Background: an optimization exercise with open tools, aiming at small area, a short achievable clock period and few clock cycles per item. Do not read the settings as production practice.
At most, simulation tests tie the RTL to the original design; equivalence was not proved.
No functional check of the RTL was part of run 3.
Power figures rest on the tool's default switching activity, not on a simulated workload.

File: design/flow/constraint.sdc
create_clock -name core_clock -period 6.0 [get_ports {clk}]
set_input_delay 1.2000 -clock core_clock [delete_from_list [all_inputs] [get_ports {clk}]]
set_output_delay 1.2000 -clock core_clock [all_outputs]
set_load 0.01 [all_outputs]
File: design/flow/config.mk
export PLATFORM = sky130hd
export DESIGN_NAME = stack_mem_responder
export DESIGN_NICKNAME = stack_mem_responder
export VERILOG_FILES = /design/flow/design.v
export SDC_FILE = /design/flow/constraint.sdc
export NUM_CORES = 4
export LEC_CHECK = 0
export CAP_MARGIN = 20
export CORE_MARGIN = 2
export CORE_UTILIZATION = 50
export CTS_CLUSTER_DIAMETER = 80
export CTS_CLUSTER_SIZE = 20
export SETUP_SLACK_MARGIN = 3.6
export SLEW_MARGIN = 20
export SYNTH_HIERARCHICAL = 1
export SYNTH_MINIMUM_KEEP_SIZE = 0
File: design/flow/flow/run.sh
#!/bin/bash
set -o pipefail
cp standard.sh standard_sh.txt 2>/dev/null
export BUFFER_PORTS_ARGS="-buffer_cell sky130_fd_sc_hd__buf_4"
bash standard.sh > standard.log 2>&1
File: design/flow/design.v
module stack_mem_responder #(
  parameter int unsigned             WIDTH     = 32,
  parameter int unsigned             DEPTH     = 64,
  parameter int unsigned             AW        = 6,
  parameter logic [WIDTH-1:0]        STACK_TOP = 32'd64
) (
  input  logic             clk,
  input  logic             rst,
  input  logic             req_valid,
  output logic             req_ready,
  input  logic [2:0]       req_op,
  input  logic [WIDTH-1:0] req_addr,
  input  logic [WIDTH-1:0] req_wdata,
  output logic             resp_valid,
  input  logic             resp_ready,
  output logic [WIDTH-1:0] resp_rdata,
  output logic             resp_is_ret,
  output logic [1:0]       resp_err,
  output logic [AW:0]      occupancy
);
  localparam logic [2:0]       OP_PUSH = 3'b001;
  localparam logic [2:0]       OP_POP  = 3'b010;
  localparam logic [2:0]       OP_CALL = 3'b011;
  localparam logic [2:0]       OP_RET  = 3'b100;
  localparam logic [WIDTH-1:0] BASE    = STACK_TOP - WIDTH'(DEPTH);
  localparam logic [AW:0]      FULL    = (AW+1)'(DEPTH);
  localparam int unsigned      NG      = DEPTH / 3;     
  localparam int unsigned      NP      = 3;             
  localparam int unsigned      GPP     = (NG + NP - 1) / NP;   
  localparam int unsigned      RW      = WIDTH + AW + 4;       
  logic             accept;
  logic [WIDTH-1:0] offset;
  logic [AW-1:0]    idx;
  logic             in_range, is_wr, is_rd, is_ret, wr_ok, rd_ok;
  logic [1:0]       err_n;
  logic [AW:0]      occ_q, occ_n;
  logic             full_q, empty_q, full_n, empty_n;
  assign accept   = req_valid && req_ready;
  assign offset   = req_addr - BASE;
  assign idx      = offset[AW-1:0];
  assign in_range = (offset < WIDTH'(DEPTH));
  assign is_wr    = (req_op == OP_PUSH) || (req_op == OP_CALL);
  assign is_rd    = (req_op == OP_POP)  || (req_op == OP_RET);
  assign is_ret   = (req_op == OP_RET);
  always_comb begin
    if (!(is_wr || is_rd) || !in_range) err_n = 2'b11;
    else if (is_wr && full_q)           err_n = 2'b01;
    else if (is_rd && empty_q)          err_n = 2'b10;
    else                                err_n = 2'b00;
  end
  assign wr_ok = in_range && is_wr && !full_q;
  assign rd_ok = in_range && is_rd && !empty_q;
  always_comb begin
    occ_n   = occ_q;
    full_n  = full_q;
    empty_n = empty_q;
    if (accept && wr_ok) begin
      occ_n   = occ_q + 1'b1;
      full_n  = (occ_q == FULL - 1'b1);
      empty_n = 1'b0;
    end else if (accept && rd_ok) begin
      occ_n   = occ_q - 1'b1;
      full_n  = 1'b0;
      empty_n = (occ_q == (AW+1)'(1));
    end
  end
  logic [DEPTH-1:0] row;
  always_comb begin
    row = '0;
    row[idx] = 1'b1;
  end
  logic             v1_q, rd1_q, wr1_q, ret1_q;
  logic [1:0]       err1_q;
  logic [DEPTH-1:0] rrow_q;             
  logic [WIDTH-1:0] wdata1_q;
  logic [DEPTH-1:0][WIDTH-1:0] mem_q, mem_d;
  logic [DEPTH-1:0] we_row, keep_row;
  assign we_row   = rrow_q & {DEPTH{wr1_q}};
  assign keep_row = ~we_row;
  for (genvar k = 0; k < DEPTH; k++) begin : g_word
    for (genvar b = 0; b < WIDTH; b++) begin : g_bit
      stack_wbit u_w (
        .q(mem_q[k][b]), .keep(keep_row[k]), .we(we_row[k]),
        .d(wdata1_q[b]), .y(mem_d[k][b])
      );
    end
  end
  always_ff @(posedge clk) mem_q <= mem_d;
  logic [NG-1:0][WIDTH-1:0] grp_n;              
  logic [NP-1:0][WIDTH-1:0] part_n;
  for (genvar g = 0; g < NG; g++) begin : g_grp
    for (genvar b = 0; b < WIDTH; b++) begin : g_bit
      stack_rd3 u_r (
        .s0(rrow_q[3*g]),   .d0(mem_q[3*g][b]),
        .s1(rrow_q[3*g+1]), .d1(mem_q[3*g+1][b]),
        .s2(rrow_q[3*g+2]), .d2(mem_q[3*g+2][b]),
        .y_n(grp_n[g][b])
      );
    end
  end
  always_comb begin
    part_n = '0;
    for (int g = 0; g < NG; g++) part_n[g / GPP] = part_n[g / GPP] | ~grp_n[g];
    for (int k = 3 * NG; k < DEPTH; k++)
      if (rrow_q[k]) part_n[NP-1] = part_n[NP-1] | mem_q[k];
  end
  logic                     v2_q, rd2_q, ret2_q;
  logic [1:0]               err2_q;
  logic [AW:0]              occ2_q;
  logic [NP-1:0][WIDTH-1:0] part_q;
  logic [WIDTH-1:0]         s2_rdata;
  always_comb begin
    s2_rdata = '0;
    for (int p = 0; p < NP; p++) s2_rdata = s2_rdata | part_q[p];
    if (!rd2_q) s2_rdata = '0;
  end
  logic          out_v_q, busy_q;
  logic [1:0]    sk_n_q, sk_n_n;        
  logic [RW-1:0] s2_resp, sk0_q, sk1_q, out_q;
  logic [RW-1:0] sk0_d, sk1_d, out_d;
  logic          out_load, s1_move, s1_hold, v1_n, v2_n, out_v_n;
  assign s2_resp  = {s2_rdata, err2_q, ret2_q, occ2_q};
  assign out_load = !out_v_q || resp_ready;
  logic out_from_s2, out_from_sk0, out_keep;
  assign out_from_s2  = out_load && (sk_n_q == 2'd0);
  assign out_from_sk0 = out_load && (sk_n_q != 2'd0);
  assign out_keep     = !out_load;
  assign out_d = ({RW{out_from_s2}}  & s2_resp)
               | ({RW{out_from_sk0}} & sk0_q)
               | ({RW{out_keep}}     & out_q);
  always_comb begin
    out_v_n = out_v_q;
    sk0_d   = sk0_q;
    sk1_d   = sk1_q;
    sk_n_n  = sk_n_q;
    if (out_load) begin
      out_v_n = (sk_n_q != 2'd0) || v2_q;
      case (sk_n_q)
        2'd0: ;
        2'd1: begin
          sk0_d  = s2_resp;
          sk_n_n = v2_q ? 2'd1 : 2'd0;
        end
        default: begin
          sk0_d  = sk1_q;
          sk1_d  = s2_resp;
          sk_n_n = v2_q ? 2'd2 : 2'd1;
        end
      endcase
    end else if (v2_q) begin
      if (sk_n_q == 2'd0) sk0_d = s2_resp;
      else                sk1_d = s2_resp;
      sk_n_n = sk_n_q + 2'd1;
    end
  end
  assign s1_move = v1_q && (sk_n_n != 2'd2);
  assign s1_hold = v1_q && !s1_move;
  assign v2_n    = s1_move;
  assign v1_n    = s1_hold || accept;
  always_ff @(posedge clk or negedge rst) begin
    if (!rst) begin
      occ_q   <= '0;
      full_q  <= 1'b0;
      empty_q <= 1'b1;
      v1_q    <= 1'b0;
      v2_q    <= 1'b0;
      out_v_q <= 1'b0;
      sk_n_q  <= 2'd0;
      wr1_q   <= 1'b0;
      busy_q  <= 1'b0;
    end else begin
      occ_q   <= occ_n;
      full_q  <= full_n;
      empty_q <= empty_n;
      v1_q    <= v1_n;
      v2_q    <= v2_n;
      out_v_q <= out_v_n;
      sk_n_q  <= sk_n_n;
      wr1_q   <= accept && wr_ok;
      busy_q  <= v1_n && ((sk_n_n == 2'd2) || ((sk_n_n == 2'd1) && v2_n));
    end
  end
  always_ff @(posedge clk) begin
    if (!s1_hold) begin
      rrow_q <= row;
      rd1_q  <= accept && rd_ok;
      ret1_q <= is_ret;
      err1_q <= err_n;
    end
    wdata1_q <= req_wdata;
    part_q <= part_n;
    rd2_q  <= rd1_q;
    ret2_q <= ret1_q;
    err2_q <= err1_q;
    occ2_q <= occ_q;
    sk0_q  <= sk0_d;
    sk1_q  <= sk1_d;
    out_q  <= out_d;
  end
  assign req_ready = !busy_q;
  assign resp_valid = out_v_q;
  assign {resp_rdata, resp_err, resp_is_ret, occupancy} = out_q;
endmodule
module stack_wbit (
  input  logic q,
  input  logic keep,
  input  logic we,
  input  logic d,
  output logic y
);
  assign y = (q & keep) | (d & we);
endmodule
module stack_rd3 (
  input  logic s0, d0,
  input  logic s1, d1,
  input  logic s2, d2,
  output logic y_n
);
  assign y_n = ~((s0 & d0) | (s1 & d1) | (s2 & d2));
endmodule
File: design/flow/standard.sh
#!/bin/bash
# synth_recipe.tcl (not shown) runs the flow's synth.tcl, then flattens the netlist and writes it again
# the make line also repeats each setting of config.mk as NAME=value (left out here)
make -C /OpenROAD-flow-scripts/flow DESIGN_CONFIG=/design/flow/config.mk WORK_HOME=/design/flow/orfs CLKGATE_MAP_FILE= SYNTH_SCRIPT=/design/flow/synth_recipe.tcl "${@:-finish}"
==> results of run 1 <==
## cell usage in the layout (no fill, tap or decap), drive strengths merged, types with 2 or more instances in the layout
master,synthesis,routed
ha,12,12
nor3b,4,4
mux2,42,42
or4,2,2
nor2b,2,2
o21a,2,2
clkinvlp,0,45
o31ai,3,3
clkinv,0,5
clkbuf,30,181
nor3,7,7
xnor2,7,7
nand3,10,10
mux2i,2,2
nand2,91,93
a222oi,714,714
a21oi,39,39
dfrtp,15,15
nand2b,4,4
o22ai,3,3
or3,5,5
xor2,6,6
nor2,75,75
edfxtp,152,152
a22o,2049,2049
buf,11,390
inv,118,91
and4,65,65
nand4,132,132
diode,0,4
nor4,8,8
o21ai,3,3
dfxtp,2229,2229
o31a,32,32
## metrics by stage
step | cells | utilization [%] | hold slack (ns) | cell area (um2) | total power, mW
detailed placement | 8204 | 53.6 | 0.332 | 84000 | 21.1
finish | 8501 | 57.2 | 0.284 | 89500 | 31.2
global placement | 8203 | 53.6 | 0.324 | 84000 | 21.1
global route | 8497 | 57.2 | 0.256 | 89500 | 32.1
CTS | 8469 | 56.9 | 0.242 | 89000 | 31.1
floorplan | 5883 | - | 0.323 | 79300 | 19.2
## logic make-up (layout without fill, tap and decap cells)
| logic type | Yosys count | after routing | synth area share (%) |
|---|---|---|---|
| compound gates | 2852 | 2852 | 32.6 |
| xor+xnor | 13 | 13 | 0.144 |
| fa+ha+maj | 12 | 12 | 0.190 |
| buf+inv | 159 | 713 | 0.769 |
| flops | 2397 | 2397 | 62.8 |
| mux | 44 | 44 | 0.624 |
| other cells | 0 | 4 | 0 |
| simple gates | 406 | 408 | 2.89 |
## area by class of cell
| class | instances | area share [%] |
|---|---|---|
| clock buffer | 179 | 4.16 |
| timing repair buffer | 392 | 3.94 |
| sequential | 2397 | 55.6 |
| multi-input combinational | 3329 | 32.6 |
| clock inverter | 9 | 0.0993 |
| antenna | 4 | 0.0112 |
| timing repair inverter | 15 | 0.126 |
| inverter | 118 | 0.625 |
| tap | 2058 | 2.88 |
## worst reg2reg max path: cells and delay by family, from the launching register on
kind / cells / cell delay (ns)
buf+inv: 4 / 0.56
simple gates: 2 / 0.73
compound gates: 2 / 0.95
flops: 1 / 0.38
## registers in the layout, summed over array words and instances, names as in the netlist
name      cells
mem_q      2048
part_q       96
rrow_q       64
out_q        42
sk0_q        42
sk1_q        42
wdata1_q     32
occ2_q        7
occ_q         7
err1_q        2
err2_q        2
sk_n_q        2
busy_q        1
empty_q       1
full_q        1
out_v_q       1
rd1_q         1
rd2_q         1
ret1_q        1
ret2_q        1
v1_q          1
v2_q          1
wr1_q         1
## power by group through the flow
stage	registers [mW]	logic (mW)	clock network (mW)
floorplan	18.4	0.774	0
global placement	17.7	3.45	0
detailed placement	17.7	3.46	0
CTS	17.3	3.94	9.78
global route	17.4	4.35	10.3
finish	17.3	4.22	9.66
## what timing repair did
action                      CTS  global route
gates cloned                 22             2
pin swaps                    63            43
hold endpoints to repair      0             0
hold buffers                  0             0
resized for setup           173            53
setup buffers                55            22
setup endpoints to repair  1245           323
## per-module statistics from Yosys, one instance, submodules excluded
module               copies in the design  flops+latches  cells inside
stack_rd3                             672              0             1
stack_mem_responder                     1           2397          3163
stack_wbit                           2048              0             1
## per-layer routing
| layer | global-route usage (%) | wire length (um) | share of wire, % | vias to the layer above |
|---|---|---|---|---|
| met1 | 51.0 | 124000 | 44 | 31400 |
| met4 | 9.82 | 8520 | 3.0 | 20 |
| met3 | 8.54 | 33900 | 12 | 358 |
| met2 | 46.0 | 117000 | 41 | 3448 |
| li1 | - | - | - | 26500 |
| met5 | 0 | 139 | 0.049 | - |
## worst paths after layout
check / start / slack (ns) / end
max in group asynchronous: rst / 5.46 / empty_q
worst min-delay path: rst / 0.28 / occ_q[0]
worst max-delay path: rrow_q[60] / 3.05 / part_q[89]
worst max register to register: rrow_q[60] / 3.05 / part_q[89]
worst min register to register: err1_q[0] / 0.35 / err2_q[0]
min in group core_clock: err1_q[0] / 0.35 / err2_q[0]
==> flow_summary.ini, run 1 <==
[critical_path]
reg2reg_depth = 8
critPathMaxStageDelay_ns = 0.66
crit_slowest_cell = a222oi_1
crit_top_cell = nand4_1
cp_cell_sequence = buf_6, buf_4, buf_12, buf_16, a222oi_1, nand4_1, a21oi_2, nand4_1
cp-end-kind = flip-flop
critPathMaxFanout = 6
path_buf_inv = 4
worst-path-stages = 8
critical_path_class = flip-flop to flip-flop
startpoint_type = flip-flop
cp.required_ns = 6.46
cp_top_family = compound AO/OA/AOI/OAI gates
cp.arrival_ns = 3.41

[yosys]
synthArstFlopShare_pct = 0.668
synth_top_area_cell = dfxtp_1
yosysSeqAreaShare_pct = 62.8
yosysUniqueCellTypes = 44
syn_area_um2 = 78900
ys.flop_type = dfxtp_1
netlist.area_leader.share_pct = 56.5
yosysWarnings = 7
syn_nets = 5966
synthCells = 5883
synthTopCellsByArea = dfxtp_1 (57%), a22o_1 (23%), a222oi_1 (9.1%)
syn_avg_cell_area_um2 = 13.4
synthTopCellsByCount = dfxtp_1 (2,229), a22o_1 (2,049), a222oi_1 (714), edfxtp_1 (152), nand4_1 (132)
yosysMostFrequentCell = dfxtp_1
ys_ff_latch = 2397
synth_edf_count = 152

[clock_network]
clk_pin_slew_worst_paths_ns = 0.09
htreeDepth = 4
cts_buffers = 139
clock-sinks = 2397
clock_tree.root_cell = clkbuf_16
cts_tree = yes
cts_buffer_depth = 3
insertion_delay_ns = 0.78

[floorplanning]
start_util_pct = 50.4
io_pins = 115
die_h_um = 401
coreArea_um2 = 157000
dieArea_um2 = 161000
num_rows = 145
die_x_um = 401

[min_path]
hold_path_class = input port to asynchronous set/reset pin

[timing]
finalCriticalPeriod_ns = 2.95
rsz0062_at_grt = yes
maxClockFrequency_ghz = 0.339
layout_setup_ws_ns = 3.05
slew_headroom_pct = 18.2
tightest_slew_ns = 1.23
finalCritPeriodShare_pct = 49.2
setup_viol = 0
finClkSkew_ns = 0.0241
slew_violations = 0
fin_tns_setup_ns = 0
finalHoldViolCount = 0

[status]
status = no timing/DRC/antenna violations

[routing]
wl_per_cell_um = 33.3
vias = 61700
drc = 0
drtPass1Iterations = 8
finalWirelength_um = 283000
avgViaCountPerCell = 7.26
drtIter0Drc = 10600
ant_nets = 0

[pwr]
p_clk_share_pct = 30.9
p_seq_share_pct = 55.5
swShare_pct = 28.7
comb_power_share_pct = 13.5
cellLeakagePower_nw = 33.5
switchingPower_mw = 8.96
p_int_mw = 22.3
irDropWorstVdd_uv = 324
p_per_area_nw_per_um2 = 349

[global_route]
grt-ovfl-total = 0
grt_pass1_vias = 56900
antenna_found_initial = 24
grtUsageTotal_pct = 33.5
grt_max_degree = 65
grt_pass1_wl_um = 406000

[final_layout]
layout-drive-gt1-share_pct = 11.6
regArea_um2 = 49800
nets = 6475
fill_cells = 12800
multi_input_area_um2 = 29100
area_growth_pct = 13.4

[job]
cap_violations = 0

[placed_design]
pre_cts_slack_ns = 2.40
place.gp.congestion = 0.907
dp_hpwl_um = 161000
port-buffer-count = 114
Testbench counts, summed over its fixed seeds: cycles 12,024, items 12,000.
==> run 2: changes to the inputs <==
--- a/design/flow/design.v
+++ b/design/flow/design.v
@@ -25,7 +25,7 @@
   localparam logic [WIDTH-1:0] BASE    = STACK_TOP - WIDTH'(DEPTH);
   localparam logic [AW:0]      FULL    = (AW+1)'(DEPTH);
   localparam int unsigned      NG      = DEPTH / 3;     
-  localparam int unsigned      NP      = 3;             
+  localparam int unsigned      NP      = 4;             
   localparam int unsigned      GPP     = (NG + NP - 1) / NP;   
   localparam int unsigned      RW      = WIDTH + AW + 4;       
   logic             accept;
--- a/design/flow/config.mk
+++ b/design/flow/config.mk
@@ -10,7 +10,7 @@
 export CORE_UTILIZATION = 50
 export CTS_CLUSTER_DIAMETER = 80
 export CTS_CLUSTER_SIZE = 20
-export SETUP_SLACK_MARGIN = 3.6
+export SETUP_SLACK_MARGIN = 3.5
 export SLEW_MARGIN = 20
 export SYNTH_HIERARCHICAL = 1
 export SYNTH_MINIMUM_KEEP_SIZE = 0
==> run 2 against run 1 <==
  * Non-clock buffer count down 27
  * Cell count is 0.59% higher
  * Combinational power decreased by 3%
  * Via count shrank 0.53%
  * Register-to-register slack improved by 0.36 ns
  * Die area up 1.1%
  * Routed wire length is 1.7% lower
  * Cell area rose by 0.32%
  * Fmax rose by 14%
  * First-iteration DRC count decreased by 11%
  * Critical path type unchanged
  * Highest routed layer unchanged
==> flow_summary.ini, run 2 <==
[placed_design]
port-buffer-count = 114
dp_hpwl_um = 158000
place.gp.congestion = 0.820
pre_cts_slack_ns = 2.06

[floorplanning]
io_pins = 115
start_util_pct = 50.4
dieArea_um2 = 163000
coreArea_um2 = 158000
die_x_um = 403
num_rows = 146
die_h_um = 403

[timing]
setup_viol = 0
finalCritPeriodShare_pct = 43.2
tightest_slew_ns = 1.16
slew_violations = 0
slew_headroom_pct = 22.3
finalCriticalPeriod_ns = 2.59
maxClockFrequency_ghz = 0.386
layout_setup_ws_ns = 3.41
finalHoldViolCount = 0
rsz0062_at_grt = yes
fin_tns_setup_ns = 0
finClkSkew_ns = 0.0277

[clock_network]
cts_buffer_depth = 3
htreeDepth = 4
hold_buffers = 0
cts_buffers = 140
clk_pin_slew_worst_paths_ns = 0.09
cts_tree = yes
clock_tree.root_cell = clkbuf_16
clock-sinks = 2429
insertion_delay_ns = 0.80

[critical_path]
cp.arrival_ns = 3.19
ff2ff_setup_slack_ns = 3.41
critPathMaxStageDelay_ns = 1.06
critPathMaxFanout = 33
crit_slowest_cell = a222oi_1
cp-end-kind = flip-flop
startpoint_type = flip-flop
critical_path_class = flip-flop to flip-flop
path_buf_inv = 1
cp_cell_sequence = buf_4, a222oi_1, and4_1, nand3_1
cp_top_family = compound AO/OA/AOI/OAI gates
cp.required_ns = 6.59

[yosys]
yosysSeqAreaShare_pct = 63.0
syn_nets = 6030
yosysMostFrequentCell = dfxtp_1
syn_avg_cell_area_um2 = 13.4
synthTopCellsByArea = dfxtp_1 (57%), a22o_1 (22%), a222oi_1 (9.0%)
synth_top_area_cell = dfxtp_1
synthCells = 5947
yosysWarnings = 7
synthTopCellsByCount = dfxtp_1 (2,261), a22o_1 (2,048), a222oi_1 (714), edfxtp_1 (152), nand2_1 (123)
netlist.area_leader.share_pct = 56.7
synth_edf_count = 152
syn_area_um2 = 79800
ys_ff_latch = 2429
synthArstFlopShare_pct = 0.659
yosysUniqueCellTypes = 48
ys.flop_type = dfxtp_1

[routing]
avgViaCountPerCell = 7.18
finalWirelength_um = 278000
drtIter0Drc = 9425
vias = 61400
drtPass1Iterations = 10
ant_nets = 0
drc = 0
wl_per_cell_um = 32.6

[final_layout]
fill_cells = 13000
layout_commonest_cell = dfxtp_1
regArea_um2 = 50400
regMostFlops = mem_q
area_growth_pct = 12.5
layout-drive-gt1-share_pct = 11.2
postLayoutCoreUtil_pct = 56.7
largestRegisters = mem_q x2048, part_q x128, rrow_q x64
largest_reg_flops = 2048
final_cell_mix = dfxtp_1 (2,190), a22o_1 (2,048), a222oi_1 (714), buf_4 (314), edfxtp_1 (152)
multi_input_area_um2 = 29200
nets = 6499

[global_route]
grt-ovfl-total = 0
grt_pass1_wl_um = 404000
grtUsageTotal_pct = 32.8
antenna_found_initial = 9
grt_pass1_vias = 57800
grt_max_degree = 69

[pwr]
cellLeakagePower_nw = 33.8
p_per_area_nw_per_um2 = 353
power_mw = 31.7
irDropWorstVdd_uv = 422

[job]
cap_violations = 0

[min_path]
hold_path_class = input port to asynchronous set/reset pin

[status]
status = no timing/DRC/antenna violations
run 2: per-stage QoR:
| step | instance area [um2] | hold slack [ns] | instances |
|---|---|---|---|
| 3_5_place_dp | 84900 | 0.334 | 8293 |
| 5_1_grt | 89800 | 0.258 | 8548 |
| 2_1_floorplan | 80000 | 0.323 | 5947 |
| 3_3_place_gp | 84800 | 0.324 | 8291 |
| 6_report | 89800 | 0.273 | 8551 |
| 4_1_cts | 89500 | 0.242 | 8526 |
run 2: layer usage:
| layer | vias to the layer above | GRT usage, % | part of all wire [%] |
|---|---|---|---|
| li1 | 26600 | - | - |
| met1 | 31300 | 46.8 | 43 |
| met2 | 3156 | 49.2 | 44 |
| met3 | 385 | 6.44 | 9.4 |
| met4 | 8 | 12.0 | 3.8 |
| met5 | - | 0 | 0.017 |
run 2: kinds of logic (layout without fill, tap and decap cells):
kind of cell	count (synthesis)	after routing	share of synthesized area (%)
mux	44	44	0.619
compound gates	2820	2821	32.1
other cells	0	4	0
flops	2429	2429	63.0
fa+ha+maj	12	12	0.188
simple gates	471	472	3.22
buf+inv	158	684	0.747
xor+xnor	13	13	0.143
run 2: modules after synthesis (local to each module, per instance):
module | flops+latches | cell area [um2]
stack_wbit | 0 | 8.76
stack_rd3 | 0 | 10.0
stack_mem_responder | 2429 | 55100
run 2: worst paths after layout:
check | start | end | cells past startpoint
max | rrow_q[24] | part_q[62] | 4
min | rst | sk_n_q[1] | 1
max reg2reg | rrow_q[24] | part_q[62] | 4
min reg2reg | err1_q[1] | err2_q[1] | 0
max in group asynchronous | rst | empty_q | 1
min in group core_clock | err1_q[1] | err2_q[1] | 0
run 2: report_power, final:
group          switching, mW  total, mW  leakage, nW  internal (mW)
Clock                   5.37       10.0         1.97           4.64
Combinational           3.14       4.08         11.8          0.932
Sequential             0.608       17.6         20.0           17.0
Total                   9.12       31.7         33.8           22.6
run 2: worst register-to-register path, stage by stage, from the launching register on:
cell      delay, ns
edfxtp_1       0.37
buf_4          0.27
a222oi_1       1.08
and4_1         0.44
nand3_1        0.23
run 2: area by class of cell:
type                       instances  area share, %
timing repair buffer             365           3.32
sequential                      2429           56.1
multi-input combinational       3362           32.5
clock buffer                     192           4.42
clock inverter                     9         0.0766
tap                             2072           2.89
antenna                            4         0.0111
inverter                         118          0.606
run 2: what timing repair did:
item | 4_1_cts | 5_1_grt
buffers inserted | 31 | 20
gates cloned | 1 | 1
pin swaps | 5 | 5
gates resized for setup | 114 | 29
endpoints found under the setup margin | 1500 | 330
Testbench counts of run 2, summed over its fixed seeds: cycles 12,024, items 12,000.
==> run 3: changes to the inputs <==
--- a/design/flow/design.v
+++ b/design/flow/design.v
@@ -24,6 +24,10 @@
   localparam logic [2:0]       OP_RET  = 3'b100;
   localparam logic [WIDTH-1:0] BASE    = STACK_TOP - WIDTH'(DEPTH);
   localparam logic [AW:0]      FULL    = (AW+1)'(DEPTH);
+  localparam int unsigned      LW      = AW / 2;        
+  localparam int unsigned      HW      = AW - LW;       
+  localparam int unsigned      NL      = 1 << LW;
+  localparam int unsigned      NH      = 1 << HW;
   localparam int unsigned      NG      = DEPTH / 3;     
   localparam int unsigned      NP      = 4;             
   localparam int unsigned      GPP     = (NG + NP - 1) / NP;   
@@ -64,18 +68,26 @@
       empty_n = (occ_q == (AW+1)'(1));
     end
   end
-  logic [DEPTH-1:0] row;
-  always_comb begin
-    row = '0;
-    row[idx] = 1'b1;
+  logic [NL-1:0] lsel_n;
+  logic [NH-1:0] hsel_n;
+  always_comb begin
+    lsel_n = '0;
+    hsel_n = '0;
+    lsel_n[idx[LW-1:0]]  = 1'b1;
+    hsel_n[idx[AW-1:LW]] = 1'b1;
   end
   logic             v1_q, rd1_q, wr1_q, ret1_q;
   logic [1:0]       err1_q;
-  logic [DEPTH-1:0] rrow_q;             
+  logic [NL-1:0]    lsel1_q;            
+  logic [NH-1:0]    hsel1_q;
+  logic [DEPTH-1:0] rrow;               
+  always_comb begin
+    for (int k = 0; k < DEPTH; k++) rrow[k] = hsel1_q[k / NL] && lsel1_q[k % NL];
+  end
   logic [WIDTH-1:0] wdata1_q;
   logic [DEPTH-1:0][WIDTH-1:0] mem_q, mem_d;
   logic [DEPTH-1:0] we_row, keep_row;
-  assign we_row   = rrow_q & {DEPTH{wr1_q}};
+  assign we_row   = rrow & {DEPTH{wr1_q}};
   assign keep_row = ~we_row;
   for (genvar k = 0; k < DEPTH; k++) begin : g_word
     for (genvar b = 0; b < WIDTH; b++) begin : g_bit
@@ -91,9 +103,9 @@
   for (genvar g = 0; g < NG; g++) begin : g_grp
     for (genvar b = 0; b < WIDTH; b++) begin : g_bit
       stack_rd3 u_r (
-        .s0(rrow_q[3*g]),   .d0(mem_q[3*g][b]),
-        .s1(rrow_q[3*g+1]), .d1(mem_q[3*g+1][b]),
-        .s2(rrow_q[3*g+2]), .d2(mem_q[3*g+2][b]),
+        .s0(rrow[3*g]),   .d0(mem_q[3*g][b]),
+        .s1(rrow[3*g+1]), .d1(mem_q[3*g+1][b]),
+        .s2(rrow[3*g+2]), .d2(mem_q[3*g+2][b]),
         .y_n(grp_n[g][b])
       );
     end
@@ -102,7 +114,7 @@
     part_n = '0;
     for (int g = 0; g < NG; g++) part_n[g / GPP] = part_n[g / GPP] | ~grp_n[g];
     for (int k = 3 * NG; k < DEPTH; k++)
-      if (rrow_q[k]) part_n[NP-1] = part_n[NP-1] | mem_q[k];
+      if (rrow[k]) part_n[NP-1] = part_n[NP-1] | mem_q[k];
   end
   logic                     v2_q, rd2_q, ret2_q;
   logic [1:0]               err2_q;
@@ -182,7 +194,8 @@
   end
   always_ff @(posedge clk) begin
     if (!s1_hold) begin
-      rrow_q <= row;
+      lsel1_q <= lsel_n;
+      hsel1_q <= hsel_n;
       rd1_q  <= accept && rd_ok;
       ret1_q <= is_ret;
       err1_q <= err_n;
==> run 3 against run 2 <==
  * Synthesized cell count decreased by 0.64%
  * Via count fell by 0.37%
  * Worst setup slack got worse by 0.072 ns
  * Clock power about the same
  * Global-route usage increased by 0.36 points
  * Sequential share of layout area is 0.68 points lower
  * Routed wire length is 0.45% higher
  * Still clean on timing, DRC and antenna
  * Worst hold slack worse by 0.0043 ns
  * Combinational power fell by 49%
==> flow_summary.ini, run 3 <==
[clock_network]
insertion_delay_ns = 0.80
cts_buffers = 138
clk_pin_slew_worst_paths_ns = 0.08
cts_tree = yes
clock_tree.root_cell = clkbuf_16
clock-sinks = 2381
hold_buffers = 0
cts_buffer_depth = 3
htreeDepth = 4

[critical_path]
cp-end-kind = flip-flop
critical_path_class = flip-flop to flip-flop
ff2ff_setup_slack_ns = 3.33
cp.arrival_ns = 3.29
startpoint_type = flip-flop
cp.required_ns = 6.62
critPathMaxFanout = 7
reg2reg_depth = 7

[yosys]
syn_nets = 5994
synthTopCellsByArea = dfxtp_1 (58%), a22o_1 (23%), a222oi_1 (9.1%)
synthCells = 5909
syn_avg_cell_area_um2 = 13.3
ys_ff_latch = 2381
synthTopCellsByCount = dfxtp_1 (2,261), a22o_1 (2,048), a222oi_1 (714), inv_1 (119), nand2_1 (111)
yosysSeqAreaShare_pct = 62.1
synth_edf_count = 104
syn_area_um2 = 78600
synthArstFlopShare_pct = 0.672
yosysMostFrequentCell = dfxtp_1
yosysWarnings = 7
ys.flop_type = dfxtp_1
yosysUniqueCellTypes = 45
synth_top_area_cell = dfxtp_1
netlist.area_leader.share_pct = 57.6

[timing]
finalCriticalPeriod_ns = 2.67
tightest_slew_ns = 1.17
finClkSkew_ns = 0.0282
maxClockFrequency_ghz = 0.375
finalHoldViolCount = 0
rsz0062_at_grt = yes
finalCritPeriodShare_pct = 44.4
setup_viol = 0
slew_headroom_pct = 21.7
slew_violations = 0
hold-worst-slack_ns = 0.268
fin_tns_setup_ns = 0

[routing]
avgViaCountPerCell = 7.23
drc = 0
drtIter0Drc = 9725
ant_nets = 0
vias = 61200
wl_per_cell_um = 33.1
finalWirelength_um = 280000
drtPass1Iterations = 10

[final_layout]
largest_reg_flops = 2048
fill_cells = 13000
multi_input_area_um2 = 29500
final_cell_mix = dfxtp_1 (2,190), a22o_1 (2,048), a222oi_1 (714), buf_4 (294), clkbuf_16 (147)
largestRegisters = mem_q x2048, part_q x128
layout_commonest_cell = dfxtp_1
regArea_um2 = 49000
regMostFlops = mem_q
nets = 6437
area_growth_pct = 12.5
layout-drive-gt1-share_pct = 11.1

[job]
cap_violations = 0

[pwr]
cellLeakagePower_nw = 33.4
irDropWorstVdd_uv = 311
p_per_area_nw_per_um2 = 326

[min_path]
hold_path_class = input port to asynchronous set/reset pin

[global_route]
grt_pass1_wl_um = 405000
grt_max_degree = 65
grt_pass1_vias = 57600
grt-ovfl-total = 0
antenna_found_initial = 5
grtUsageTotal_pct = 33.1

[floorplanning]
io_pins = 115
num_rows = 145
die_h_um = 400
die_x_um = 400
coreArea_um2 = 156000
start_util_pct = 50.3
dieArea_um2 = 160000

[placed_design]
port-buffer-count = 114
place.gp.congestion = 0.861
dp_hpwl_um = 158000

[status]
status = no timing/DRC/antenna violations
[run 3: final timing paths]
kind | endpoint | startpoint
worst max register to register | part_q[60] | lsel1_q[0]
min in group core_clock | ret2_q | ret1_q
worst max-delay path | part_q[60] | lsel1_q[0]
max in group asynchronous | empty_q | rst
worst min-delay path | sk_n_q[0] | rst
worst min register to register | ret2_q | ret1_q
[run 3: through the flow]
step                instances  util, %  power [mW]  cell area (um2)  worst slack [ns]
floorplan                5909        -        18.1            78700              3.06
detailed placement       8205     53.3        19.2            83300              2.27
global placement         8205     53.3        19.2            83300              2.31
global route             8450     56.5        29.7            88300              3.38
finish                   8456     56.6        28.8            88300              3.33
CTS                      8428     56.2        28.9            87800              3.38
[run 3: layer usage]
layer | global-route usage (%) | share of wire (%) | vias up
met1 | 49.3 | 44 | 31200
met2 | 49.4 | 43 | 3267
met5 | 0 | 0.010 | -
met4 | 9.55 | 3.1 | 4
met3 | 5.59 | 9.5 | 371
li1 | - | - | 26300
[run 3: worst max-delay path, cell delays in order, from the launching register on]
cell	delay, ns
edfxtp_1	0.41
buf_6	0.16
and2_4	0.17
buf_4	0.15
clkbuf_16	0.16
a222oi_1	0.86
and4_2	0.47
nand3_2	0.12
[run 3: kinds of logic after synthesis]
kind of cell             count (synthesis)  synth area share [%]
adder cells (fa/ha/maj)                 14                 0.223
AND/OR/NAND/NOR                        473                  3.52
multiplexers                            43                 0.615
buffers and inverters                  167                 0.808
XOR/XNOR                                10                 0.112
AO/OA/AOI/OAI                         2821                  32.6
flip-flops                            2381                  62.1
[run 3: final cells by class]
type | instances | share of cell area (%)
diodes | 6 | 0.0170
clock buffers | 165 | 4.16
clock inverters | 15 | 0.197
inverters | 121 | 0.586
multi-input cells | 3361 | 33.4
flip-flops and latches | 2381 | 55.5
well taps | 2058 | 2.91
repair buffers | 349 | 3.31
[run 3: Yosys stat by module, one instance, submodules excluded]
| module | copies in the design | flops+latches |
|---|---|---|
| stack_wbit | 2048 | 0 |
| stack_mem_responder | 1 | 2381 |
| stack_rd3 | 672 | 0 |
[run 3: power by group]
group / switching, mW / internal (mW) / leakage, nW
clock: 5.25 / 4.43 / 1.88
sequential: 0.589 / 16.5 / 19.5
combinational: 1.38 / 0.713 / 12.0
[run 3: what timing repair did]
item,4_1_cts,5_1_grt
gates resized for setup,141,80
pin swaps,29,45
gates cloned,0,4
setup endpoints to repair,1888,297
setup buffers,43,18
==> run 4: changes to the inputs <==
--- a/design/flow/design.v
+++ b/design/flow/design.v
@@ -29,7 +29,7 @@
   localparam int unsigned      NL      = 1 << LW;
   localparam int unsigned      NH      = 1 << HW;
   localparam int unsigned      NG      = DEPTH / 3;     
-  localparam int unsigned      NP      = 4;             
+  localparam int unsigned      NP      = 6;             
   localparam int unsigned      GPP     = (NG + NP - 1) / NP;   
   localparam int unsigned      RW      = WIDTH + AW + 4;       
   logic             accept;
--- a/design/flow/config.mk
+++ b/design/flow/config.mk
@@ -7,7 +7,7 @@
 export LEC_CHECK = 0
 export CAP_MARGIN = 20
 export CORE_MARGIN = 2
-export CORE_UTILIZATION = 50
+export CORE_UTILIZATION = 58
 export CTS_CLUSTER_DIAMETER = 80
 export CTS_CLUSTER_SIZE = 20
 export SETUP_SLACK_MARGIN = 3.5
==> run 4 against run 3 <==
  * Sequential power rose by 3%
  * Largest cell class unchanged
  * Highest routed layer unchanged
  * Largest power group unchanged
  * Still clean
  * Die area is 13% lower
  * Clock skew grew 0.0015 ns
==> flow_summary.ini, run 4 <==
[floorplanning]
io_pins = 115
dieArea_um2 = 140000
start_util_pct = 58.6
num_rows = 135
die_x_um = 374
coreArea_um2 = 136000
die_h_um = 374

[global_route]
grt-ovfl-total = 0
grt_pass1_vias = 57900
grt_max_degree = 65
grt_pass1_wl_um = 405000
antenna_found_initial = 30
grtUsageTotal_pct = 38.1

[final_layout]
postLayoutCoreUtil_pct = 66.1
regMostFlops = mem_q
multi_input_area_um2 = 29100
largestRegisters = mem_q x2048, part_q x192
layout-drive-gt1-share_pct = 11.9
fill_cells = 10400
regArea_um2 = 50200
layout_commonest_cell = dfxtp_1
final_cell_mix = dfxtp_1 (2,254), a22o_1 (2,048), a222oi_1 (714), buf_4 (314), nand4_1 (163)
nets = 6558
largest_reg_flops = 2048
layout.cells.non_filler = 8320
postLayoutCellArea_um2 = 89800
area_growth_pct = 12.8

[placed_design]
dpl_cell_area_um2 = 84100
dpl.cell_count = 7991
port-buffer-count = 114
pre_cts_slack_ns = 2.45
place.gp.congestion = 0.879
dp_hpwl_um = 161000

[critical_path]
cp-end-kind = flip-flop
ff2ff_setup_slack_ns = 3.27
critical_path_class = flip-flop to flip-flop
startpoint_type = flip-flop
critPathMaxFanout = 9
cp.required_ns = 6.58
cp.arrival_ns = 3.31

[yosys]
synthArstFlopShare_pct = 0.654
synth_edf_count = 104
yosysUniqueCellTypes = 53
yosysMostFrequentCell = dfxtp_1
ys.flop_type = dfxtp_1
netlist.area_leader.share_pct = 58.5
yosysSeqAreaShare_pct = 62.9
syn_avg_cell_area_um2 = 13.3
syn_area_um2 = 79600
synthCells = 5963
synthTopCellsByArea = dfxtp_1 (58%), a22o_1 (23%), a222oi_1 (9.0%)
syn_nets = 6047
yosysWarnings = 7
ys_ff_latch = 2445
synth_top_area_cell = dfxtp_1
synthTopCellsByCount = dfxtp_1 (2,325), a22o_1 (2,048), a222oi_1 (714), nand4_1 (163), nand2_1 (138)

[timing]
hold-worst-slack_ns = 0.268
finalCritPeriodShare_pct = 45.5
fin_tns_setup_ns = 0
maxClockFrequency_ghz = 0.366
finClkSkew_ns = 0.0297
finalHoldViolCount = 0
layout_setup_ws_ns = 3.27
finalCriticalPeriod_ns = 2.73
slew_violations = 0
slew_headroom_pct = 18.2
tightest_slew_ns = 1.23
rsz0062_at_grt = yes
setup_viol = 0

[clock_network]
cts_tree = yes
clock_tree.root_cell = clkbuf_16
clock-sinks = 2445
clk_pin_slew_worst_paths_ns = 0.09
insertion_delay_ns = 0.81
htreeDepth = 4
cts_buffer_depth = 3
cts_buffers = 141

[routing]
ant_nets = 0
finalWirelength_um = 282000
drtPass1Iterations = 10
vias = 63200
drc = 0
wl_per_cell_um = 33.9
avgViaCountPerCell = 7.59
drtIter0Drc = 11700

[job]
cap_violations = 0

[status]
status = no timing/DRC/antenna violations

[pwr]
cellLeakagePower_nw = 34.5
irDropWorstVdd_uv = 292
p_per_area_nw_per_um2 = 337
power_mw = 30.2

[min_path]
hold_path_class = input port to asynchronous set/reset pin
-- run 4: area by class of cell --
class,count,share of cell area [%]
multi-input combinational,3361,32.4
clock buffer,177,4.32
clock inverter,10,0.121
sequential,2445,56.0
inverter,120,0.605
antenna,21,0.0585
timing repair inverter,9,0.0752
tap,1781,2.48
timing repair buffer,396,3.99
-- run 4: final timing paths --
check                           start     endpoint  cells after the start
min reg2reg                 err1_q[1]    err2_q[1]                      0
max in group asynchronous         rst      empty_q                      1
min                               rst       busy_q                      1
max                        hsel1_q[5]  part_q[107]                      5
min in group core_clock     err1_q[1]    err2_q[1]                      0
max reg2reg                hsel1_q[5]  part_q[107]                      5
-- run 4: cells by family (layout without fill, tap and decap cells) --
logic type                 Yosys count  in the layout  share of synthesized area, %
adders and majority gates           13             13                         0.204
xor gates and xnor gates             7              7                        0.0770
muxes                               44             44                         0.619
buffers and inverters              163            712                         0.786
DFF                               2445           2445                          62.9
and+or+nand+nor                    470            476                          3.29
other                                0             21                             0
AOI/OAI and AO/OA                 2821           2821                          32.1
-- run 4: modules after synthesis, one instance, submodules excluded --
module / flip-flops and latches / times used / cells inside
stack_mem_responder: 2445 / 1 / 3243
stack_wbit: 0 / 2048 / 1
stack_rd3: 0 / 672 / 1
-- run 4: worst max-delay path: stages (launching register included) --
cell	delay [ns]
edfxtp_1	0.56
and2_4	0.24
buf_12	0.14
buf_4	0.14
a222oi_1	1.03
nand4_1	0.36
-- run 4: repair_timing --
action	CTS	global route
endpoints found under the setup margin	1831	886
hold buffers	0	0
pin swaps	27	45
gates resized for setup	121	85
gates cloned	11	11
setup buffers	64	35
-- run 4: routing by layer --
layer  vias up  global-route usage [%]  wire length, um
met4        28                    13.3            10400
met2      4204                    53.8           118000
met3       493                    9.75            36200
met1     31800                    56.4           117000
met5         -                       0              186
li1      26700                       -                -
-- run 4: report_power, final --
group	internal, mW	switching, mW	total [mW]
clock	4.60	5.32	9.92
combinational	1.03	1.70	2.73
sequential	17.0	0.617	17.6
total	22.6	7.64	30.2
Testbench counts of run 4, summed over its fixed seeds: cycles 12,024, items 12,000.
==> run 5: changes to the inputs <==
--- a/design/flow/config.mk
+++ b/design/flow/config.mk
@@ -7,7 +7,7 @@
 export LEC_CHECK = 0
 export CAP_MARGIN = 20
 export CORE_MARGIN = 2
-export CORE_UTILIZATION = 58
+export CORE_UTILIZATION = 44
 export CTS_CLUSTER_DIAMETER = 80
 export CTS_CLUSTER_SIZE = 20
 export SETUP_SLACK_MARGIN = 3.5
==> run 5 against run 4 <==
  * Still clean
  * Power up 0.46%
  * Clock power up 0.6%
  * Via count down 1.5%
  * Synthesized cell count unchanged
  * Critical path type unchanged
==> flow_summary.ini, run 5 <==
[status]
status = no timing/DRC/antenna violations

[yosys]
synth_top_area_cell = dfxtp_1
yosysUniqueCellTypes = 53
yosysSeqAreaShare_pct = 62.9
syn_nets = 6047
synthTopCellsByArea = dfxtp_1 (58%), a22o_1 (23%), a222oi_1 (9.0%)
yosysMostFrequentCell = dfxtp_1
syn_avg_cell_area_um2 = 13.3
synthCells = 5963
synthTopCellsByCount = dfxtp_1 (2,325), a22o_1 (2,048), a222oi_1 (714), nand4_1 (163), nand2_1 (138)
yosysWarnings = 7
synth_edf_count = 104
ys_ff_latch = 2445
synthArstFlopShare_pct = 0.654
netlist.area_leader.share_pct = 58.5
ys.flop_type = dfxtp_1
syn_area_um2 = 79600

[critical_path]
critPathMaxFanout = 21
crit_slowest_cell = nand4_1
reg2reg_depth = 5
cp-end-kind = flip-flop
startpoint_type = flip-flop
critical_path_class = flip-flop to flip-flop
cp.required_ns = 6.43
crit_top_cell = buf_4
critPathMaxStageDelay_ns = 0.69
cp.arrival_ns = 3.14
cp_cell_sequence = buf_4, and2_2, buf_4, a222oi_1, nand4_1

[routing]
vias = 62300
drc = 0
wl_per_cell_um = 31.6
finalWirelength_um = 282000
drtIter0Drc = 10100
route.met2.wl_um = 125000
drtPass1Iterations = 10
avgViaCountPerCell = 6.99
wl_met1_um = 120000
dr.max_layer_used = met5
ant_nets = 0
met3WireLength_um = 25100

[timing]
tightest_slew_ns = 1.12
finalHoldViolCount = 0
rsz0062_at_grt = yes
maxClockFrequency_ghz = 0.369
fin_tns_setup_ns = 0
setup_viol = 0
slew_violations = 0
slew_headroom_pct = 25.6
finalCriticalPeriod_ns = 2.71
hold-worst-slack_ns = 0.241
finalCritPeriodShare_pct = 45.2
finClkSkew_ns = 0.0303

[final_layout]
largest_reg_flops = 2048
layout_commonest_cell = dfxtp_1
multi_input_area_um2 = 29100
nets = 6580
largestRegisters = mem_q x2048, part_q x192
regArea_um2 = 50200
final_cell_mix = dfxtp_1 (2,250), a22o_1 (2,048), a222oi_1 (714), buf_4 (328), nand4_1 (163)
regMostFlops = mem_q
area_growth_pct = 13.9
fill_cells = 15500
layout-drive-gt1-share_pct = 12.1

[global_route]
grt-ovfl-total = 0
grt_max_degree = 65
grt_pass1_vias = 58500
grtUsageTotal_pct = 29.0
grt_pass1_wl_um = 407000
antenna_found_initial = 15

[floorplanning]
die_h_um = 429
num_rows = 156
start_util_pct = 44.2
io_pins = 115
coreArea_um2 = 180000
die_x_um = 429
dieArea_um2 = 184000

[placed_design]
dp_hpwl_um = 163000
place.gp.congestion = 0.880
port-buffer-count = 114

[clock_network]
htreeDepth = 4
clock_tree.root_cell = clkbuf_16
insertion_delay_ns = 0.82
cts_tree = yes
clock-sinks = 2445
cts_buffer_depth = 3
cts_buffers = 142
clk_pin_slew_worst_paths_ns = 0.09

[pwr]
cellLeakagePower_nw = 34.7
irDropWorstVdd_uv = 230
p_per_area_nw_per_um2 = 335

[min_path]
hold_path_class = input port to asynchronous set/reset pin

[job]
cap_violations = 0
run 5: worst paths after layout:
path,start,end,slack [ns]
hold reg to reg,rd1_q,rd2_q,0.35
min in group core_clock,rd1_q,rd2_q,0.35
hold / removal,rst,occ_q[5],0.24
setup / recovery,lsel1_q[3],part_q[46],3.29
max in group asynchronous,rst,empty_q,5.50
setup reg to reg,lsel1_q[3],part_q[46],3.29
run 5: report_power, final:
part,switching (mW),total [mW],internal (mW)
Clock,5.49,9.98,4.49
Sequential,0.614,17.6,17.0
Combinational,1.69,2.81,1.12
Total,7.80,30.4,22.6
run 5: through the flow:
stage	util [%]	area [um2]	cells	power [mW]	setup WS [ns]
after floorplan	-	79600	5963	18.8	2.85
after global placement	47.1	84900	8595	19.9	2.11
after detailed placement	47.1	84900	8597	20.0	2.29
after CTS	50.0	90100	8871	30.3	3.32
after global routing	50.3	90600	8909	31.3	3.33
final	50.3	90600	8911	30.4	3.29
run 5: modules after synthesis (local to each module, per instance):
module,flops+latches,area (um2),cells inside,copies in the design
stack_rd3,0,10.0,1,672
stack_mem_responder,2445,54900,3243,1
stack_wbit,0,8.76,1,2048
run 5: layer usage:
metal | track usage [%] | vias to the layer above
met5 | 0 | -
met4 | 10.5 | 12
met3 | 4.71 | 451
met2 | 44.1 | 3317
met1 | 41.4 | 31800
li1 | - | 26700
run 5: worst max-delay path, delay by kind of cell (launching register included):
kind                   cells  cell delay [ns]
AOI/OAI and AO/OA          1             0.34
and+or+nand+nor            2             1.03
buffers and inverters      2             0.47
DFF                        1             0.46
run 5: layout make-up:
cell class / instances / share of cell area, %
antenna: 2 / 0.00552
clock buffer: 171 / 4.16
clock inverter: 16 / 0.235
inverter: 120 / 0.595
multi-input combinational: 3360 / 32.1
sequential: 2445 / 55.4
tap: 2370 / 3.27
timing repair buffer: 426 / 4.21
timing repair inverter: 1 / 0.00828
run 5: cells by family after synthesis:
group	after synthesis	synth area share, %
AO/OA/AOI/OAI	2821	32.1
XOR/XNOR	7	0.0770
adder cells (fa/ha/maj)	13	0.204
buffers and inverters	163	0.786
flip-flops	2445	62.9
multiplexers	44	0.619
AND/OR/NAND/NOR	470	3.29
run 5: what timing repair did:
action	CTS	global route
gates cloned	5	7
pin swaps	29	36
endpoints found under the setup margin	1638	395
gates resized for setup	165	54
hold buffers	0	0
buffers inserted	82	31
==> run 6: changes to the inputs <==
--- a/design/flow/config.mk
+++ b/design/flow/config.mk
@@ -7,10 +7,10 @@
 export LEC_CHECK = 0
 export CAP_MARGIN = 20
 export CORE_MARGIN = 2
-export CORE_UTILIZATION = 44
+export CORE_UTILIZATION = 50
 export CTS_CLUSTER_DIAMETER = 80
 export CTS_CLUSTER_SIZE = 20
-export SETUP_SLACK_MARGIN = 3.5
+export SETUP_SLACK_MARGIN = 3.8
 export SLEW_MARGIN = 20
 export SYNTH_HIERARCHICAL = 1
 export SYNTH_MINIMUM_KEEP_SIZE = 0
==> run 6 against run 5 <==
  * Still clean
  * First-iteration DRC count shrank 1.5%
  * Fmax shrank 2.8%
  * Count of clock-buffer cells in the layout increased by 7
  * Sequential power about the same
  * Global-route usage is 5.4 points higher
  * Flip-flop and latch count unchanged
  * Highest routed layer unchanged
  * Clock skew is 0.0022 ns lower
==> flow_summary.ini, run 6 <==
[critical_path]
cp_cell_sequence = buf_12, buf_4, and2_4, buf_12, a222oi_1, nand4_1
reg2reg_depth = 6
critPathMaxFanout = 16
crit_slowest_cell = a222oi_1
startpoint_type = flip-flop
cp.arrival_ns = 3.30
ff2ff_setup_slack_ns = 3.21
cp-end-kind = flip-flop
critPathLaunch = hsel1_q[4]
r2r-end = part_q[114]
crit_top_cell = buf_12
cp.required_ns = 6.51
critical_path_class = flip-flop to flip-flop
critPathMaxStageDelay_ns = 0.85
rr_startpoint = hsel1_q[4]

[floorplanning]
die_x_um = 403
num_rows = 146
die_h_um = 403
dieArea_um2 = 162000
io_pins = 115
start_util_pct = 50.3
coreArea_um2 = 158000

[job]
cap_violations = 0

[final_layout]
postLayoutCoreUtil_pct = 59.1
layout_commonest_cell = dfxtp_1
largestRegisters = mem_q x2048, part_q x192
layout-drive-gt1-share_pct = 16.1
area_growth_pct = 17.4
nets = 6765
regArea_um2 = 50200
regMostFlops = mem_q
multi_input_area_um2 = 29500
final_cell_mix = dfxtp_1 (2,251), a22o_1 (2,048), a222oi_1 (714), buf_4 (362), nand4_1 (163)
largest_reg_flops = 2048
fill_cells = 12600

[timing]
maxClockFrequency_ghz = 0.359
slew_violations = 0
finalCriticalPeriod_ns = 2.79
finalHoldViolCount = 0
setup_viol = 0
tightest_slew_ns = 1.18
fin_tns_setup_ns = 0
finalCritPeriodShare_pct = 46.5
finClkSkew_ns = 0.0281
slew_headroom_pct = 21.7
rsz0062_at_grt = yes

[clock_network]
cts_tree = yes
insertion_delay_ns = 0.81
cts_buffer_depth = 3
cts_buffers = 141
clock-sinks = 2445
htreeDepth = 4
clock_tree.root_cell = clkbuf_16
clk_pin_slew_worst_paths_ns = 0.09

[yosys]
synth-compound-area-share_pct = 32.1
synthXorXnorAreaFrac_pct = 0.0770
yosysSeqAreaShare_pct = 62.9
synthTopCellsByCount = dfxtp_1 (2,325), a22o_1 (2,048), a222oi_1 (714), nand4_1 (163), nand2_1 (138)
synth_edf_count = 104
syn_avg_cell_area_um2 = 13.3
synthArstFlopShare_pct = 0.654
synthMuxAreaShare_pct = 0.619
synth_top_area_cell = dfxtp_1
synth_top_family_by_area = compound AO/OA/AOI/OAI gates
yosysUniqueCellTypes = 53
yosys.area_share.adder_pct = 0.204
yosysMostFrequentCell = dfxtp_1
yosysWarnings = 7
ys.flop_type = dfxtp_1
synthTopCellsByArea = dfxtp_1 (58%), a22o_1 (23%), a222oi_1 (9.0%)
ys_ff_latch = 2445
syn_area_um2 = 79600
netlist.area_leader.share_pct = 58.5
syn_nets = 6047
synthCells = 5963
yosys.area_share.simple_pct = 3.29

[placed_design]
place.gp.congestion = 0.871
port-buffer-count = 114
dp_hpwl_um = 164000

[routing]
drtPass1Iterations = 10
avgViaCountPerCell = 7.22
ant_nets = 0
vias = 63600
wl_per_cell_um = 33.5
finalWirelength_um = 295000
drtIter0Drc = 9958
drc = 0

[global_route]
grt_pass1_vias = 58200
grtUsageTotal_pct = 34.4
grt_max_degree = 65
antenna_found_initial = 17
grt-ovfl-total = 0
grt_pass1_wl_um = 420000

[min_path]
hold_path_class = input port to asynchronous set/reset pin

[pwr]
p_per_area_nw_per_um2 = 330
irDropWorstVdd_uv = 682
cellLeakagePower_nw = 35.9

[status]
status = no timing/DRC/antenna violations
[run 6: repair_timing]
| action | 4_1_cts | 5_1_grt |
|---|---|---|
| setup endpoints to repair | 2270 | 1210 |
| resized for setup | 354 | 115 |
| buffers inserted | 207 | 62 |
| pin swaps | 214 | 116 |
| gates cloned | 47 | 12 |
| hold buffers | 0 | 0 |
[run 6: area by class of cell]
cell class | instances | share of cell area, %
Tap cell | 2072 | 2.78
Antenna cell | 14 | 0.0375
Timing Repair Buffer | 587 | 6.66
Clock inverter | 8 | 0.0897
Sequential cell | 2445 | 53.8
Multi-Input combinational cell | 3358 | 31.6
Clock buffer | 178 | 4.19
Inverter | 120 | 0.678
Timing Repair inverter | 28 | 0.225
[run 6: kinds of logic after synthesis]
logic type	after synthesis
XOR/XNOR	7
flip-flops	2445
buffers and inverters	163
adder cells (fa/ha/maj)	13
AND/OR/NAND/NOR	470
multiplexers	44
AO/OA/AOI/OAI	2821
[run 6: Yosys stat by module (local to each module, per instance)]
module	area (um2)	flops+latches	copies in the design	cells inside
stack_wbit	8.76	0	2048	1
stack_rd3	10.0	0	672	1
stack_mem_responder	54900	2445	1	3243
[run 6: per-stage QoR]
| stage | power, mW | std cells | instance area [um2] | hold WS (ns) | setup slack [ns] |
|---|---|---|---|---|---|
| 2_1_floorplan | 18.8 | 5963 | 80000 | 0.323 | 2.85 |
| 3_3_place_gp | 20.0 | 8280 | 84600 | 0.329 | 2.57 |
| 3_5_place_dp | 20.0 | 8281 | 84700 | 0.329 | 2.56 |
| 4_1_cts | 30.7 | 8721 | 92200 | 0.268 | 3.39 |
| 5_1_grt | 31.7 | 8796 | 93400 | 0.285 | 3.36 |
| 6_report | 30.9 | 8810 | 93400 | 0.302 | 3.21 |
[run 6: critical path, delay by kind of cell (launching register included)]
kind | cells | cell delay (ns)
AOI/OAI and AO/OA | 1 | 0.85
DFF | 1 | 0.42
buffers and inverters | 3 | 0.48
and+or+nand+nor | 2 | 0.74
[run 6: worst max-delay path by stage]
| stage | to | slack (ns) | cells after the start |
|---|---|---|---|
| 3_5_place_dp | sk0_q[40] | 2.56 | 7 |
| 4_1_cts | req_ready | 3.39 | 2 |
| 3_3_place_gp | sk0_q[40] | 2.57 | 7 |
| 6_report | part_q[114] | 3.21 | 6 |
| 2_1_floorplan | sk1_q[0] | 2.85 | 4 |
| 5_1_grt | part_q[76] | 3.36 | 7 |
[run 6: where the power goes]
part / internal [mW] / switching [mW]
sequential: 17.0 / 0.532
combinational: 1.41 / 1.94
clock: 4.60 / 5.43
[run 6: routing by layer]
metal	GRT usage [%]	part of all wire [%]	vias up
met2	51.4	44	3619
li1	-	-	27100
met5	0	0.039	-
met3	5.84	9.7	500
met1	49.9	42	32400
met4	12.6	4.2	16
==> run 7: changes to the inputs <==
--- a/design/flow/config.mk
+++ b/design/flow/config.mk
@@ -10,7 +10,7 @@
 export CORE_UTILIZATION = 50
 export CTS_CLUSTER_DIAMETER = 80
 export CTS_CLUSTER_SIZE = 20
-export SETUP_SLACK_MARGIN = 3.8
+export SETUP_SLACK_MARGIN = 3.5
 export SLEW_MARGIN = 20
 export SYNTH_HIERARCHICAL = 1
 export SYNTH_MINIMUM_KEEP_SIZE = 0
==> run 7 against run 6 <==
  * Clock skew decreased by 0.0030 ns
  * Worst setup slack better by 0.21 ns
  * Register-to-register slack improved by 0.23 ns
  * Synthesized cell count unchanged
  * Global-route usage decreased by 1.2 points
  * Critical path type is now flip-flop to primary output
  * Via count decreased by 2.4%
  * Non-clock buffer count is 206 lower
  * Highest routed layer unchanged
  * Die area is the same
==> flow_summary.ini, run 7 <==
[timing]
slew_headroom_pct = 19.2
layout_setup_ws_ns = 3.42
slew_violations = 0
setup_viol = 0
maxClockFrequency_ghz = 0.388
rsz0062_at_grt = yes
tightest_slew_ns = 1.21
finClkSkew_ns = 0.0250
finalCriticalPeriod_ns = 2.58
fin_tns_setup_ns = 0
finalHoldViolCount = 0
finalCritPeriodShare_pct = 42.9

[status]
status = no timing/DRC/antenna violations

[placed_design]
place.gp.congestion = 0.850
pre_cts_slack_ns = 2.49
port-buffer-count = 114
dp_hpwl_um = 162000

[critical_path]
cp.required_ns = 4.80
cp.arrival_ns = 1.38
critical_path_class = flip-flop to primary output
startpoint_type = flip-flop
reg2reg_depth = 5
critPathMaxFanout = 2
critPathMaxStageDelay_ns = 0.39
cp_cell_sequence = inv_2, buf_6
crit_slowest_cell = dfrtp_1
cp-end-kind = primary output

[pwr]
switchingPower_mw = 7.56
irDropWorstVdd_uv = 342
p_int_mw = 22.3
cellLeakagePower_nw = 34.2
p_seq_share_pct = 58.7
p_per_area_nw_per_um2 = 334
swShare_pct = 25.3
comb_power_share_pct = 9.2
p_clk_share_pct = 32.2

[final_layout]
area_growth_pct = 12.4
regArea_um2 = 50300
nets = 6530
layout_commonest_cell = dfxtp_1
final_cell_mix = dfxtp_1 (2,251), a22o_1 (2,048), a222oi_1 (714), buf_4 (307), nand4_1 (163)
layout-drive-gt1-share_pct = 11.1
largest_reg_flops = 2048
multi_input_area_um2 = 29000
largestRegisters = mem_q x2048, part_q x192
regMostFlops = mem_q
fill_cells = 13000

[yosys]
syn_area_um2 = 79600
yosysWarnings = 7
syn_nets = 6047
ys_ff_latch = 2445
synth_top_area_cell = dfxtp_1
netlist.area_leader.share_pct = 58.5
ys.flop_type = dfxtp_1
yosysSeqAreaShare_pct = 62.9
synthArstFlopShare_pct = 0.654
yosysMostFrequentCell = dfxtp_1
syn_avg_cell_area_um2 = 13.3
yosysUniqueCellTypes = 53
synth_edf_count = 104
synthCells = 5963
synthTopCellsByCount = dfxtp_1 (2,325), a22o_1 (2,048), a222oi_1 (714), nand4_1 (163), nand2_1 (138)
synthTopCellsByArea = dfxtp_1 (58%), a22o_1 (23%), a222oi_1 (9.0%)

[floorplanning]
io_pins = 115
start_util_pct = 50.3
num_rows = 146
dieArea_um2 = 162000
die_h_um = 403
coreArea_um2 = 158000
die_x_um = 403

[routing]
vias = 62000
wl_per_cell_um = 33.0
drtPass1Iterations = 9
drc = 0
drtIter0Drc = 9753
finalWirelength_um = 283000
ant_nets = 0
avgViaCountPerCell = 7.25

[clock_network]
clk_pin_slew_worst_paths_ns = 0.09
insertion_delay_ns = 0.81
clock-sinks = 2445
clock_tree.root_cell = clkbuf_16
cts_buffers = 141
htreeDepth = 4
cts_buffer_depth = 3
cts_tree = yes

[min_path]
hold_path_class = input port to asynchronous set/reset pin

[global_route]
antenna_found_initial = 23
grtUsageTotal_pct = 33.2
grt_pass1_wl_um = 407000
grt_max_degree = 65
grt-ovfl-total = 0
grt_pass1_vias = 57800

[job]
cap_violations = 0
[run 7: cell counts after synthesis]
Identical to the previous run, type by type.
[run 7: Yosys stat by module, one instance, submodules excluded]
| module | flip-flops and latches | cells inside |
|---|---|---|
| stack_rd3 | 0 | 1 |
| stack_wbit | 0 | 1 |
| stack_mem_responder | 2445 | 3243 |
[run 7: worst paths after layout]
| check | from | endpoint | slack (ns) |
|---|---|---|---|
| worst min register to register | err1_q[0] | err2_q[0] | 0.35 |
| worst max-delay path | busy_q | req_ready | 3.42 |
| worst min-delay path | rst | occ_q[1] | 0.26 |
| worst max register to register | hsel1_q[1] | part_q[2] | 3.44 |
| min in group core_clock | err1_q[0] | err2_q[0] | 0.35 |
| max in group asynchronous | rst | empty_q | 5.48 |
[run 7: critical path, delay by kind of cell, from the launching register on]
| family | cells | cell delay, ns |
|---|---|---|
| flip-flops | 1 | 0.39 |
| buffers and inverters | 2 | 0.19 |
[run 7: power groups by stage]
stage | combinational [mW] | sequential [mW] | clock [mW]
6_report | 2.74 | 17.5 | 9.61
5_1_grt | 2.87 | 17.6 | 10.3
4_1_cts | 2.55 | 17.5 | 9.75
3_5_place_dp | 2.07 | 18.0 | 0
3_3_place_gp | 1.96 | 18.0 | 0
2_1_floorplan | 1.07 | 17.7 | 0
[run 7: logic make-up (layout without fill, tap and decap cells)]
group | after synthesis | in the layout | share of synthesized area [%]
adders and majority gates | 13 | 13 | 0.204
DFF | 2445 | 2445 | 62.9
buffers and inverters | 163 | 673 | 0.786
muxes | 44 | 44 | 0.619
AOI/OAI and AO/OA | 2821 | 2821 | 32.1
other | 0 | 11 | 0
and+or+nand+nor | 470 | 471 | 3.29
xor gates and xnor gates | 7 | 7 | 0.0770
[run 7: timing repair]
item,4_1_cts,5_1_grt
setup buffers,70,10
hold buffers,0,0
pin swaps,10,12
setup endpoints to repair,1864,649
resized for setup,136,55
gates cloned,1,4
[run 7: layout make-up]
cell class | instances | area share, %
antenna | 11 | 0.0308
clock buffer | 167 | 4.10
clock inverter | 4 | 0.0559
inverter | 120 | 0.594
multi-input combinational | 3356 | 32.4
sequential | 2445 | 56.2
tap | 2072 | 2.90
timing repair buffer | 381 | 3.73
timing repair inverter | 1 | 0.00839
[run 7: layer usage]
| layer | global-route usage, % | vias up | wire length [um] |
|---|---|---|---|
| met1 | 48.8 | 31600 | 123000 |
| met2 | 48.5 | 3351 | 121000 |
| met3 | 6.29 | 480 | 27600 |
| met4 | 12.1 | 18 | 10600 |
| li1 | - | 26600 | - |
| met5 | 0 | - | 121 |
[run 7: metrics by stage]
step	area [um2]	total power, mW	hold slack [ns]	util [%]	cells
CTS	89100	29.8	0.220	56.3	8532
detailed placement	84500	20.1	0.332	53.4	8290
global route	89500	30.8	0.244	56.5	8547
floorplan	79600	18.8	0.323	-	5963
global placement	84400	19.9	0.329	53.4	8287
finish	89500	29.9	0.256	56.6	8557
==> run 8: changes to the inputs <==
--- a/design/flow/config.mk
+++ b/design/flow/config.mk
@@ -8,8 +8,8 @@
 export CAP_MARGIN = 20
 export CORE_MARGIN = 2
 export CORE_UTILIZATION = 50
-export CTS_CLUSTER_DIAMETER = 80
-export CTS_CLUSTER_SIZE = 20
+export CTS_CLUSTER_DIAMETER = 60
+export CTS_CLUSTER_SIZE = 30
 export SETUP_SLACK_MARGIN = 3.5
 export SLEW_MARGIN = 20
 export SYNTH_HIERARCHICAL = 1
==> run 8 against run 7 <==
  * First-iteration DRC count increased by 2.0%
  * Utilization rose by 0.99 points
  * Fmax fell by 0.25%
  * Global-route usage fell by 0.065 points
  * Sequential power barely moved
  * Flip-flop and latch count is the same
  * Cell count rose by 1.1%
  * Register-to-register slack about the same
  * Non-clock buffer count is 6 lower
  * Critical endpoint unchanged
  * Largest power group unchanged
==> flow_summary.ini, run 8 <==
[yosys]
synth_edf_count = 104
yosysSeqAreaShare_pct = 62.9
syn_area_um2 = 79600
yosysUniqueCellTypes = 53
syn_nets = 6047
ys_ff_latch = 2445
ys.flop_type = dfxtp_1
yosysWarnings = 7
synthTopCellsByArea = dfxtp_1 (58%), a22o_1 (23%), a222oi_1 (9.0%)
yosysMostFrequentCell = dfxtp_1
synthTopCellsByCount = dfxtp_1 (2,325), a22o_1 (2,048), a222oi_1 (714), nand4_1 (163), nand2_1 (138)
synth_top_area_cell = dfxtp_1
netlist.area_leader.share_pct = 58.5

[clock_network]
clk_pin_slew_worst_paths_ns = 0.10
hold_buffers = 0
htreeDepth = 4
cts_buffers = 146
insertion_delay_ns = 0.82
cts_tree = yes
cts_buffer_depth = 3
clock_tree.root_cell = clkbuf_16

[global_route]
antenna_found_initial = 28
grt_pass1_wl_um = 406000
grtUsageTotal_pct = 33.1
grt_pass1_vias = 57900
grt-ovfl-total = 0
grt_max_degree = 65

[final_layout]
layout-drive-gt1-share_pct = 12.6
largest_reg_flops = 2048
area_growth_pct = 14.4
regMostFlops = mem_q
fill_cells = 12900
nets = 6529
layout_commonest_cell = dfxtp_1
postLayoutCellArea_um2 = 91100
largestRegisters = mem_q x2048, part_q x192
postLayoutCoreUtil_pct = 57.6
regArea_um2 = 50200

[timing]
maxClockFrequency_ghz = 0.387
rsz0062_at_grt = yes
setup_viol = 0
hold-worst-slack_ns = 0.251
slew_violations = 0
layout_setup_ws_ns = 3.42
finalCritPeriodShare_pct = 43.0
finalHoldViolCount = 0
finalCriticalPeriod_ns = 2.58
tightest_slew_ns = 1.15
slew_headroom_pct = 23.5

[placed_design]
port-buffer-count = 114
dpl_cell_area_um2 = 84500
pre_cts_slack_ns = 2.49

[pwr]
power_mw = 32.0
p_per_area_nw_per_um2 = 351
cellLeakagePower_nw = 35.0

[critical_path]
startpoint_type = flip-flop
cp.arrival_ns = 1.38
cp-end-kind = primary output
cp.required_ns = 4.80
critical_path_class = flip-flop to primary output

[status]
status = no timing/DRC/antenna violations

[floorplanning]
start_util_pct = 50.3
dieArea_um2 = 162000
die_h_um = 403
io_pins = 115

[routing]
drc = 0
vias = 62400
wl_per_cell_um = 32.7
avgViaCountPerCell = 7.21
drtPass1Iterations = 9
drtIter0Drc = 9944
## run 8: cell counts after synthesis
Identical to the previous run, type by type.
## run 8: layout make-up
cell class / instances / share of cell area, %
antenna: 12 / 0.0330
clock buffer: 167 / 4.40
clock inverter: 103 / 1.50
inverter: 120 / 0.580
multi-input combinational: 3356 / 31.9
sequential: 2445 / 55.2
tap: 2072 / 2.85
timing repair buffer: 375 / 3.56
timing repair inverter: 1 / 0.00824
## run 8: path summary, 6_finish.rpt
check	from	to	slack, ns
min in group core_clock	err1_q[1]	err2_q[1]	0.36
hold reg to reg	err1_q[1]	err2_q[1]	0.36
max in group asynchronous	rst	empty_q	5.48
hold / removal	rst	occ_q[1]	0.25
setup reg to reg	lsel1_q[3]	part_q[89]	3.45
setup / recovery	busy_q	req_ready	3.42
## run 8: what timing repair did
item	in CTS	in global routing
gates cloned	1	5
gates resized for setup	123	54
pin swaps	9	15
endpoints found under the setup margin	1852	694
buffers inserted	65	8
## run 8: cell families after synthesis
group,share of synthesized area [%]
flops,62.9
mux,0.619
fa+ha+maj,0.204
buf+inv,0.786
simple gates,3.29
xor+xnor,0.0770
compound gates,32.1
## run 8: per-layer routing
| layer | global-route usage, % | wire length [um] |
|---|---|---|
| met3 | 6.38 | 28100 |
| met5 | 0 | 171 |
| met1 | 48.6 | 123000 |
| met2 | 48.8 | 122000 |
| met4 | 11.1 | 9940 |
## run 8: worst max-delay path: stages, from the launching register on
cell and delay, ns:
dfrtp_1 0.40, inv_2 0.08, buf_6 0.11
## run 8: where the power goes
part | total, mW | internal, mW | switching, mW | leakage, nW
combinational | 2.69 | 0.999 | 1.69 | 12.4
sequential | 17.5 | 17.0 | 0.565 | 20.0
clock | 11.8 | 5.54 | 6.21 | 2.60
## run 8: per-module statistics from Yosys (local to each module, per instance)
module / flip-flops and latches / cells inside / area (um2) / times used
stack_rd3: 0 / 1 / 10.0 / 672
stack_mem_responder: 2445 / 3243 / 54900 / 1
stack_wbit: 0 / 1 / 8.76 / 2048

Setup slack of run 8, layout unchanged: 3.418 ns with ideal ports, 3.332 ns with driving cells assumed (clock clkbuf_16, inputs buf_2), 2.740 ns with port delays also shifted by the 0.885 ns mid clock arrival.
